What follows belongs to an exercise in optimizing a design on an open flow for small area; a production flow would make more cautious choices. At most, simulation tests tie the RTL to the original design; equivalence was not proved.

## pwd_processor
module pwd_processor (
    input  logic       clk,
    input  logic       rst_n,
    input  logic       in_valid,
    input  logic [8:0] in_data,
    output logic       busy,
    output logic       out_valid,
    output logic [8:0] out_data
);
==> module pwd_processor, before the edit <==
module pwd_processor (
    input  logic       clk,
    input  logic       rst_n,
    input  logic       in_valid,
    input  logic [8:0] in_data,
    output logic       busy,
    output logic       out_valid,
    output logic [8:0] out_data
);
    logic [8:0] r0, r1, r2, r3;
    logic [8:0] c;
    logic [5:0] t;
    logic [1:0] nreg;      
    logic       flag;
    logic       run;
    logic [3:0] pass;
    logic [1:0] slot;
    logic       real_w, even;
    logic       padfill, sortph, rot;
    logic       p_pre, p_dec, p_min, p_flag, p_u, p_max, p_shift, p_ctr, p_smo;
    logic [5:0] tinc;
    assign tinc   = t ^ {&t[4:0], &t[3:0], &t[2:0], &t[1:0], t[0], 1'b1};
    assign run    = busy || (t != 6'd1 && !in_valid);
    assign pass   = t[5:2];
    assign slot   = t[1:0];
    assign even   = nreg[0];
    always_comb begin
        case ({nreg, slot})
            4'b10_00, 4'b11_00, 4'b11_01, 4'b01_00, 4'b01_01, 4'b01_10, 4'b01_11,
            4'b00_00, 4'b00_01, 4'b00_10: real_w = 1'b1;
            default: real_w = 1'b0;
        endcase
    end
    assign padfill = t[5:3] == 3'd0 && !(t[2] && t[1]);
    assign sortph  = !padfill && (t[5:4] == 2'd0 || t[5:2] == 4'd4);
    assign rot     = t == 6'd10 || t == 6'd15;
    assign p_pre   = pass == 4'd5 || (pass == 4'd6 && slot != 2'd3);
    assign p_dec   = pass == 4'd6;
    assign p_min   = pass == 4'd7;
    assign p_flag  = pass == 4'd8;
    assign p_u     = pass == 4'd9;
    assign p_max   = pass == 4'd10;
    assign p_shift = pass == 4'd11;
    assign p_ctr   = pass == 4'd12;
    assign p_smo   = pass == 4'd13;
    logic [6:0] y6;
    logic [3:0] h;
    logic [4:0] m3;        
    logic       k2, k3, k4, k5;
    always_comb begin
        h     = r0[7:4];
        m3[0] = h[0];
        m3[1] = h[1] ^ h[0];
        k2    = h[1] & h[0];
        m3[2] = h[2] ^ h[1] ^ k2;
        k3    = (h[2] & h[1]) | (k2 & (h[2] ^ h[1]));
        m3[3] = h[3] ^ h[2] ^ k3;
        k4    = (h[3] & h[2]) | (k3 & (h[3] ^ h[2]));
        m3[4] = h[3] ^ k4;
        k5    = h[3] & k4;
        y6    = {k5 ^ m3[4], ~m3[4], m3[3:0], 1'b1};
    end
    logic        cin, neg, negx, lt;
    logic [10:0] a, b, s;
    logic [11:0] cy;
    assign neg  = (p_dec && r0[8]) || p_flag;
    assign negx = p_flag;
    assign a    = {{3{r0[8] ^ negx}}, r0[7:0] ^ {8{neg}}};
    assign b    = p_smo ? {r3[8], r3, 1'b0} : p_dec ? ({4'b0, y6} ^ {11{!r0[8]}}) : {{2{c[8]}}, c};
    assign cin  = !(p_smo || (p_ctr && flag));
    always_comb begin
        cy[0] = cin;
        for (int i = 0; i < 11; i++) begin
            s[i]    = a[i] ^ b[i] ^ cy[i];
            cy[i+1] = (a[i] & b[i]) | (cy[i] & (a[i] ^ b[i]));
        end
    end
    assign lt = s[10];
    logic [10:0] y;
    logic        r1b, r0b, nr1, nr0, corr;
    logic [8:0]  qf, q;
    logic [9:0]  ic;
    always_comb begin
        y   = {s[10] ^ (s[9] | s[8]), ~(s[9] ^ s[8]), ~s[8], s[7:0]};
        r1b = 1'b0;
        r0b = 1'b0;
        qf  = 9'd0;
        for (int i = 10; i >= 0; i--) begin
            if (i < 9)
                qf[i] = r1b | (r0b & y[i]);
            nr1 = y[i] ? r1b : r0b;
            nr0 = y[i] ? !(r1b | r0b) : r1b;
            r1b = nr1;
            r0b = nr0;
        end
        corr  = s[10] & (r1b | r0b);
        ic[0] = corr;
        for (int i = 0; i < 9; i++) begin
            q[i]    = (i == 8 ? !qf[i] : qf[i]) ^ ic[i];
            ic[i+1] = (i == 8 ? !qf[i] : qf[i]) & ic[i];
        end
    end
    logic swap;
    assign swap = run && (padfill || (sortph && (rot || lt)));
    logic [8:0] tail;
    always_comb begin
        if (!run)
            tail = in_data;
        else if (padfill)
            tail = 9'h100;
        else if (swap)
            tail = ~c[8:0];
        else if ((p_dec && even) || p_u || p_ctr)
            tail = {s[8] ^ p_u, s[7:0]};
        else if (p_smo && slot != 2'd0)
            tail = q;
        else
            tail = r0;
    end
    assign out_data  = tail;
    assign out_valid = busy && p_smo && real_w;
    always_ff @(posedge clk) begin
        r0 <= r1;
        r1 <= r2;
        r2 <= r3;
        r3 <= tail;
        if (!busy)
            nreg <= t[1:0];
        if (swap || ((p_min || p_max) && (slot == 2'd0 || (real_w && (lt ^ p_max)))))
            c <= ~r0;
        else if (p_shift && slot == 2'd0)
            c <= {1'b0, ~c[8], c[7:1]};
        if (p_flag) begin
            if (slot == 2'd0)
                flag <= !lt;
            else if (real_w)
                flag <= flag & !lt;
        end else if (p_shift && slot == 2'd0) begin
            flag <= flag & !c[0];
        end
    end
    always_ff @(posedge clk or negedge rst_n) begin
        if (!rst_n) begin
            busy <= 1'b0;
            t    <= 6'd1;
        end else if (run) begin
            busy <= (t != 6'd55);
            t    <= (t == 6'd55) ? 6'd1 : tinc;
        end else if (in_valid) begin
            t    <= tinc;
        end
    end
endmodule
==> flow/config.mk <==
export PLATFORM = sky130hd
export DESIGN_NAME = pwd_processor
export DESIGN_NICKNAME = pwd_processor
export VERILOG_FILES = /design/flow/design.v
export SDC_FILE = /design/flow/constraint.sdc
export NUM_CORES = 4
export LEC_CHECK = 0
export CAP_MARGIN = 20
export CORE_MARGIN = 2
export CORE_UTILIZATION = 40
export GPL_TIMING_DRIVEN = 0
export SLEW_MARGIN = 20
==> flow/constraint.sdc <==
create_clock -name core_clock -period 18.0 [get_ports {clk}]
set_input_delay 3.6000 -clock core_clock [delete_from_list [all_inputs] [get_ports {clk}]]
set_output_delay 3.6000 -clock core_clock [all_outputs]
set_load 0.01 [all_outputs]
standard.sh (not shown) runs the stock make flow with config.mk's settings and CLKGATE_MAP_FILE= SYNTH_SCRIPT=/design/flow/synth_recipe.tcl, a recipe that flattens the netlist after the stock synthesis.
==> flow/flow/run.sh <==
#!/bin/bash
# Standard ORFS layout with three changes that only affect how the layout is
# made, not what it implements:
#  - synthesis maps the logic with an area-oriented ABC script
#    (flow/abc.script) instead of ORFS's speed script, and leaves adders to
#    ABC instead of extracting full/half adder cells first (ADDER_MAP_FILE
#    empty); every other synthesis step is ORFS's own, so registers and
#    their names are unchanged;
#  - the port buffers are the smallest buffer, buf_1;
#  - clock tree synthesis adds no dummy loads.
# Each make step writes its own log under orfs/logs/; make's output goes to
# orfs_make.log.
set -euo pipefail
W=$(pwd)
rm -rf "$W/scripts"
cp -r "$FLOW_HOME/scripts" "$W/scripts"
cp "$W/flow/abc.script" "$W/scripts/abc_speed.script"
bash "$W/standard.sh" SCRIPTS_DIR="$W/scripts" ADDER_MAP_FILE= \
  "BUFFER_PORTS_ARGS=-buffer_cell sky130_fd_sc_hd__buf_1" \
  "CTS_ARGS=-sink_clustering_enable -repair_clock_nets -dont_use_dummy_load" \
  finish > "$W/orfs_make.log" 2>&1
==> flow/flow/abc.script <==
strash
dch
amap
strash
dch
amap
Then changed:
--- a/flow/design.v
+++ b/flow/design.v
@@ -17,9 +17,9 @@
     logic [3:0] pass;
     logic [1:0] slot;
     logic       real_w, even;
     logic       padfill, sortph, rot;
-    logic       p_pre, p_dec, p_min, p_flag, p_u, p_max, p_shift, p_ctr, p_smo;
+    logic       p_dec, p_min, p_flag, p_u, p_max, p_shift, p_ctr, p_smo;
     logic [5:0] tinc;
     assign tinc   = t ^ {&t[4:0], &t[3:0], &t[2:0], &t[1:0], t[0], 1'b1};
     assign run    = busy || (t != 6'd1 && !in_valid);
     assign pass   = t[5:2];
@@ -31,20 +31,19 @@
             4'b00_00, 4'b00_01, 4'b00_10: real_w = 1'b1;
             default: real_w = 1'b0;
         endcase
     end
-    assign padfill = t[5:3] == 3'd0 && !(t[2] && t[1]);
-    assign sortph  = !padfill && (t[5:4] == 2'd0 || t[5:2] == 4'd4);
-    assign rot     = t == 6'd10 || t == 6'd15;
-    assign p_pre   = pass == 4'd5 || (pass == 4'd6 && slot != 2'd3);
-    assign p_dec   = pass == 4'd6;
-    assign p_min   = pass == 4'd7;
-    assign p_flag  = pass == 4'd8;
-    assign p_u     = pass == 4'd9;
-    assign p_max   = pass == 4'd10;
-    assign p_shift = pass == 4'd11;
-    assign p_ctr   = pass == 4'd12;
-    assign p_smo   = pass == 4'd13;
+    assign padfill = t[5:4] == 2'd0 && t[3:1] != 3'b111;
+    assign sortph  = !padfill && t < 6'd28;
+    assign rot     = t == 6'd18 || t == 6'd23;
+    assign p_dec   = pass == 4'd7;
+    assign p_min   = pass == 4'd8;
+    assign p_flag  = pass == 4'd9;
+    assign p_u     = pass == 4'd10;
+    assign p_max   = pass == 4'd11;
+    assign p_shift = pass == 4'd12;
+    assign p_ctr   = pass == 4'd13;
+    assign p_smo   = pass == 4'd14;
     logic [6:0] y6;
     logic [3:0] h;
     logic [4:0] m3;        
     logic       k2, k3, k4, k5;
@@ -118,9 +117,9 @@
         else
             tail = r0;
     end
     assign out_data  = tail;
-    assign out_valid = busy && p_smo && real_w;
+    assign out_valid = p_smo && real_w;
     always_ff @(posedge clk) begin
         r0 <= r1;
         r1 <= r2;
         r2 <= r3;
@@ -139,17 +138,15 @@
         end else if (p_shift && slot == 2'd0) begin
             flag <= flag & !c[0];
         end
     end
+    assign busy = t[5] | t[4] | t[3];
     always_ff @(posedge clk or negedge rst_n) begin
-        if (!rst_n) begin
-            busy <= 1'b0;
-            t    <= 6'd1;
-        end else if (run) begin
-            busy <= (t != 6'd55);
-            t    <= (t == 6'd55) ? 6'd1 : tinc;
-        end else if (in_valid) begin
-            t    <= tinc;
-        end
+        if (!rst_n)
+            t <= 6'd1;
+        else if (run)
+            t <= (t == 6'd59) ? 6'd1 : {tinc[5:4], tinc[3] | !busy, tinc[2:0]};
+        else if (in_valid)
+            t <= tinc;
     end
 endmodule
 `default_nettype wire
Global-route usage rose by 0.82 points.
Maximum frequency fell by about 1%.
Design area fell by about 1.9%.
No functional check of the RTL was part of the first run of this note.

## separate check: timing with driven ports
How much do the figures lean on ideal ports? The routed layouts below were timed once more, with nothing changed but the port constraints. Step 1 assumes that a clkbuf_16 drives the clock port and a buf_2 every other input. Step 2, shift: input delay + t, output delay - t, t = (earliest + latest rising clock arrival at the registers) / 2. This alone moves slack from input paths to output paths. Three values: ideal, step 1, step 2; two values: the first two.
run	t, ns	setup WS [ns]	hold WS [ns]	worst setup path after step 2	cell pins on the clock port's net
the first run	0.330	3.928 / 3.898 / 4.228	0.330 / 0.330 / 0.330	register to output	1
the second run	0.330	3.790 / 3.762 / 4.092	0.331 / 0.331 / 0.331	register to output	1
After both steps every run listed still meets setup and hold.
